This design comes from an exercise in tuning for small area, a short achievable clock period and few clock cycles per item on the open sky130 flow, not from production work. RTL that was checked went through simulation tests only; none was proved equivalent to the original.

## build 9
## stick_deadzone_conditioner_top
module stick_deadzone_conditioner_top (
  input  logic        clk_i,
  input  logic        rst_ni,
  input  logic        start_i,
  output logic        busy_o,
  input  logic [15:0] raw_x_i,
  input  logic [15:0] raw_y_i,
  output logic        done_o,
  output logic [15:0] out_x_o,
  output logic [15:0] out_y_o,
  input  logic        cfg_we_i,
  input  logic [1:0]  cfg_idx_i,
  input  logic [14:0] cfg_wdata_i
);
Size in the first run: ~12000 cells after synthesis, ~3200 flip-flops, about 130000 um^2 of cells after synthesis.
make LEC_CHECK=0 CAP_MARGIN=20 CORE_MARGIN=2 CORE_UTILIZATION=45 CTS_CLUSTER_DIAMETER=120 CTS_CLUSTER_SIZE=30 PLACE_DENSITY=0.6 SLEW_MARGIN=20 finish   # period 10.0 ns
run.sh (not shown) runs the stock make flow with config.mk's settings and CLKGATE_MAP_FILE= SYNTH_SCRIPT=/design/flow/synth_recipe.tcl, a recipe that flattens the netlist after the stock synthesis.
Build 9 was carried through to the last stage, and its layout satisfied the timing, DRC and antenna checks.
Testbench counts of build 9, summed over its fixed seeds: cycles 17,336, items 16,384.
The following lists how build 51 was set up differently from build 9:
Settings: swapping 120 for 100 in CTS_CLUSTER_DIAMETER; swapping 30 for 24 in CTS_CLUSTER_SIZE.
--- outcome ---
- Measured against each other, build 9 and build 51 differ in final wirelength, the lower figure coming from build 9.
- Comparing build 9 and build 51, met1 wire length is higher on build 51.
- Against build 9, cell area in build 51 came out worse.
- The global-route usage over all layers on build 9 is in line with that on build 51.
- On sequential share of layout area: build 51 sits below build 9.
- As far as number of maximum-capacitance constraint violations goes, build 9 and build 51 are indistinguishable; the numbers are identical.
[inputs] build 69 vs build 51
Settings: PLACE_DENSITY now 0.65, was 0.6; CORE_UTILIZATION now 50, was 45.
[summary]
Between build 69 and build 51, the worst-margin pin slew is lower for build 69. Going from build 51 to build 69, the average routed wire per standard cell was found to have gone up by 3.7%.

---

Another version of the RTL of stick_deadzone_conditioner_top (not shown whole).
Size in the first run: about 12000 cells after synthesis, about 4000 flip-flops, about 87 I/O pins.
clock: 10.0 ns
lec_check: 0
cap_margin: 20
core_margin: 2
core_utilization: 45
place_density: 0.6
slew_margin: 20
Testbench counts at the start, summed over its fixed seeds: cycles 17,576, items 16,384.
Edit:
--- a/flow/config.mk
+++ b/flow/config.mk
@@ -10,0 +11 @@
+export CTS_BUF_LIST = sky130_fd_sc_hd__clkbuf_8
Maximum frequency drops by a few percent.
Cell count climbs by a few percent.
Synthesized area does not change.
Cell area drops slightly.
Wire length climbs slightly.
Clock-buffer cell count climbs by 231.
Via count climbs slightly.

---

stick_deadzone_conditioner_top, a different RTL version from the one above (not shown whole).
Size in the first run: about 12000 cells after synthesis, ~130000 sq um of cells after synthesis.
export LEC_CHECK = 0
export CAP_MARGIN = 20
export CORE_MARGIN = 2
export CORE_UTILIZATION = 45
export CTS_CLUSTER_DIAMETER = 100
export CTS_CLUSTER_SIZE = 24
export PLACE_DENSITY = 0.6
export SLEW_MARGIN = 20
create_clock -name core_clock -period 10.0 [get_ports {clk_i}]
The baseline ran to the end with no violations.
Edit:
--- a/flow/config.mk
+++ b/flow/config.mk
@@ -9,6 +9,4 @@
 export CORE_MARGIN = 2
 export CORE_UTILIZATION = 45
-export CTS_CLUSTER_DIAMETER = 100
-export CTS_CLUSTER_SIZE = 24
 export PLACE_DENSITY = 0.6
 export SLEW_MARGIN = 20
What happened: The changed run finished clean. Worst setup slack got worse by 16 ps. Wire length rose slightly. Register-to-register slack improved by 20 ps.
Edit:
--- a/flow/config.mk
+++ b/flow/config.mk
@@ -9,4 +9,6 @@
 export CORE_MARGIN = 2
 export CORE_UTILIZATION = 45
+export CTS_CLUSTER_DIAMETER = 120
+export CTS_CLUSTER_SIZE = 30
 export PLACE_DENSITY = 0.6
 export SLEW_MARGIN = 20
Result:
- utilization is lower by 2.5 points
- via count is lower by 2.1%
- die area does not change
- worst setup slack got worse by 38 ps
- final area is lower by 5.0%
- clock-buffer cell count is lower by 314
- synthesized area stays the same
Edit:
--- a/flow/config.mk
+++ b/flow/config.mk
@@ -9,5 +9,5 @@
 export CORE_MARGIN = 2
 export CORE_UTILIZATION = 45
-export CTS_CLUSTER_DIAMETER = 120
+export CTS_CLUSTER_DIAMETER = 80
 export CTS_CLUSTER_SIZE = 30
 export PLACE_DENSITY = 0.6
What happened: Via count is about the same. Utilization rises by 0.45 points. Routed wire length is about the same. Synthesized cell count stays the same. Final area rises by 0.93%. Die area is unchanged. Flip-flop and latch count stays the same.
Function was not checked in any run of this note: the RTL went through the layout flow alone.

---

Another version of the RTL of stick_deadzone_conditioner_top (not shown whole).
For scale: ~87 I/O pins.
==> flow/design.v (excerpt) <==
module stick_deadzone_conditioner_top (
  input  logic        clk_i,
  input  logic        rst_ni,
  input  logic        start_i,
  output logic        busy_o,
  input  logic [15:0] raw_x_i,
  input  logic [15:0] raw_y_i,
  output logic        done_o,
  output logic [15:0] out_x_o,
  output logic [15:0] out_y_o,
  input  logic        cfg_we_i,
  input  logic [1:0]  cfg_idx_i,
  input  logic [14:0] cfg_wdata_i
);
export LEC_CHECK = 0
export CAP_MARGIN = 20
export CORE_MARGIN = 2
export CORE_UTILIZATION = 60
export PLACE_DENSITY = 0.75
export SLEW_MARGIN = 20
create_clock -name core_clock -period 10.0 [get_ports {clk_i}]
Change:
- CORE_UTILIZATION: 60 -> 45
- PLACE_DENSITY: 0.75 -> 0.6
Effect:
- The new run completed without violations
- worst setup slack improves by 0.40 ns
- cell area increases by 1.0%
- sequential share of layout area decreases by 0.42 points
- hold slack improves by 0.0091 ns
- area after synthesis stays the same
- synthesized cell count stays the same
- cell count increases by 6.4%
- first-iteration DRC count decreases by 7.3%
- routed wire length is about the same
- count of clock-buffer cells in the layout increases by 2
Function was not checked in any run of this note: the RTL went through the layout flow alone.

---

## branch ember
stick_deadzone_conditioner_top, a different RTL version from the one above (not shown whole).
For scale: roughly 3200 flip-flops, about 87 I/O pins, roughly 130000 um^2 of cells after synthesis.
Settings: LEC_CHECK=0, CAP_MARGIN=50, CORE_MARGIN=2, CORE_UTILIZATION=45, CTS_CLUSTER_DIAMETER=100, CTS_CLUSTER_SIZE=24, PLACE_DENSITY=0.6, SLEW_MARGIN=85; clock period 10.0 ns.
branch ember finished end to end and its layout was clean on timing, DRC and antenna.
Testbench counts of branch ember, summed over its fixed seeds: cycles 17,336, items 16,384.
[inputs] branch violet vs branch ember
- CAP_MARGIN now 20, was 50
- SLEW_MARGIN now 70, was 85
Findings:
- branch violet reports its classification of the worst setup path as register to output pin while branch ember reports register to register.
- There was hardly any difference in worst hold slack between branch ember and branch violet.
- In terms of clock sink count, branch violet and branch ember differ only marginally.
- Final area delta (branch violet − branch ember): favourable

---

Setup of run A:
Starting RTL as in the previous note.
==> flow/config.mk <==
export PLATFORM = sky130hd
export DESIGN_NAME = stick_deadzone_conditioner_top
export DESIGN_NICKNAME = stick_deadzone_conditioner_top
export VERILOG_FILES = /design/flow/design.v
export SDC_FILE = /design/flow/constraint.sdc
export NUM_CORES = 4
export LEC_CHECK = 0
export CAP_MARGIN = 20
export CORE_MARGIN = 2
export CORE_UTILIZATION = 45
export CTS_CLUSTER_DIAMETER = 100
export CTS_CLUSTER_SIZE = 24
export PLACE_DENSITY = 0.6
export SLEW_MARGIN = 78
==> flow/constraint.sdc <==
create_clock -name core_clock -period 10.0 [get_ports {clk_i}]
set_input_delay 2.0000 -clock core_clock [delete_from_list [all_inputs] [get_ports {clk_i}]]
set_output_delay 2.0000 -clock core_clock [all_outputs]
set_load 0.01 [all_outputs]
Looking at the reports, run A completed the entire flow and the layout it produced met the timing, DRC and antenna checks.
Testbench counts of run A, summed over its fixed seeds: cycles 17,336, items 16,384.
Input-level comparison between run B and run A:
Settings: SLEW_MARGIN: 78 -> 20.
--- outcome ---
- [flow] run B | stages: complete | final checks: fail | reason: antenna rules
- Changes observed in run B relative to run A: placement-stage cell area lost 0.0038 mm², maximum frequency lost 8.5 MHz, final critical delay including setup and external delays picked up an extra 0.13 ns, ratio of routed vias to standard cells picked up an extra about 0.3%.
- Between run A and run B, the difference in met1 wire length is negligible.
The inputs of run C differ from those of run B as listed below.
Settings: SLEW_MARGIN changed from 20 to 50.
Notes after the runs:
Summary across run C and run B: the single failing run is run B.
Run B ran in full, but the layout does not pass; the checks complain about antenna rules.
Run C gives less critical path depth than run B did.
Per the comparison of run C with run B, setup slack of the critical path after layout went up; sequential share of layout area did not really move; growth of design area from synthesis to finish went up.
Comparing run C with run B, the global router's overall resource usage came out essentially unchanged.
Going from run B to run C, non-clock buffer count went up 21%; routed wire length held.

re-timing with driven ports:
The flow's constraints put no driver on any port. The routed layouts listed below were extracted and timed again, unchanged, in two steps. Step 1 (the two cells are an assumption about what drives the block):
set clk [get_ports {clk_i}]
set_driving_cell -lib_cell sky130_fd_sc_hd__clkbuf_16 $clk
set_driving_cell -lib_cell sky130_fd_sc_hd__buf_2 [delete_from_list [all_inputs] $clk]
Step 2 times the ports against the registers' clock, not the clock port: input delays grow and output delays shrink by t, the midpoint of the rising clock arrivals with the driver on. Slacks: ideal / step 1 / step 2; pairs: ideal / step 1.
| run | t, ns | slack for setup (ns) | hold slack, ns | clock arrival spread, ns |
|---|---|---|---|---|
| build 9 | 0.906 | 5.968 / 5.968 / 5.968 | 0.276 / 0.276 / 0.276 | 0.101 / 0.101 |
| build 51 | 0.950 | 5.941 / 5.941 / 5.941 | 0.288 / 0.288 / 0.288 | 0.097 / 0.096 |
| build 69 | 0.937 | 5.945 / 5.945 / 5.945 | 0.299 / 0.299 / 0.299 | 0.044 / 0.044 |
| the first run of note 2 | 1.003 | 6.185 / 6.084 / 6.196 | 0.279 / 0.279 / 0.279 | 0.108 / 0.108 |
| the second run of note 2 | 1.203 | 6.011 / 5.911 / 6.172 | 0.261 / 0.261 / 0.261 | 0.112 / 0.111 |
| the first run of note 3 | 0.951 | 5.847 / 5.752 / 6.168 | 0.266 / 0.266 / 0.266 | 0.140 / 0.140 |
| the second run of note 3 | 0.980 | 5.831 / 5.733 / 6.192 | 0.283 / 0.283 / 0.283 | 0.102 / 0.101 |
| the third run of note 3 | 0.946 | 5.793 / 5.696 / 6.207 | 0.298 / 0.298 / 0.298 | 0.117 / 0.117 |
| the fourth run of note 3 | 0.954 | 5.803 / 5.707 / 6.204 | 0.309 / 0.309 / 0.309 | 0.090 / 0.091 |
| the first run of note 4 | 1.012 | 5.268 / 5.268 / 5.268 | 0.282 / 0.282 / 0.282 | 0.099 / 0.099 |
| the second run of note 4 | 0.986 | 5.673 / 5.673 / 5.673 | 0.291 / 0.291 / 0.291 | 0.060 / 0.060 |
| branch ember | 0.950 | 0.436 / 0.436 / 0.436 | 0.285 / 0.285 / 0.285 | 0.081 / 0.082 |
| branch violet | 0.957 | 6.095 / 5.990 / 6.229 | 0.287 / 0.287 / 0.287 | 0.096 / 0.096 |
| run A | 0.951 | 6.113 / 6.010 / 6.140 | 0.260 / 0.260 / 0.260 | 0.097 / 0.096 |
| run B | 0.956 | 5.981 / 5.974 / 5.981 | 0.270 / 0.270 / 0.270 | 0.081 / 0.081 |
| run C | 0.952 | 6.133 / 6.044 / 6.133 | 0.307 / 0.307 / 0.307 | 0.072 / 0.072 |
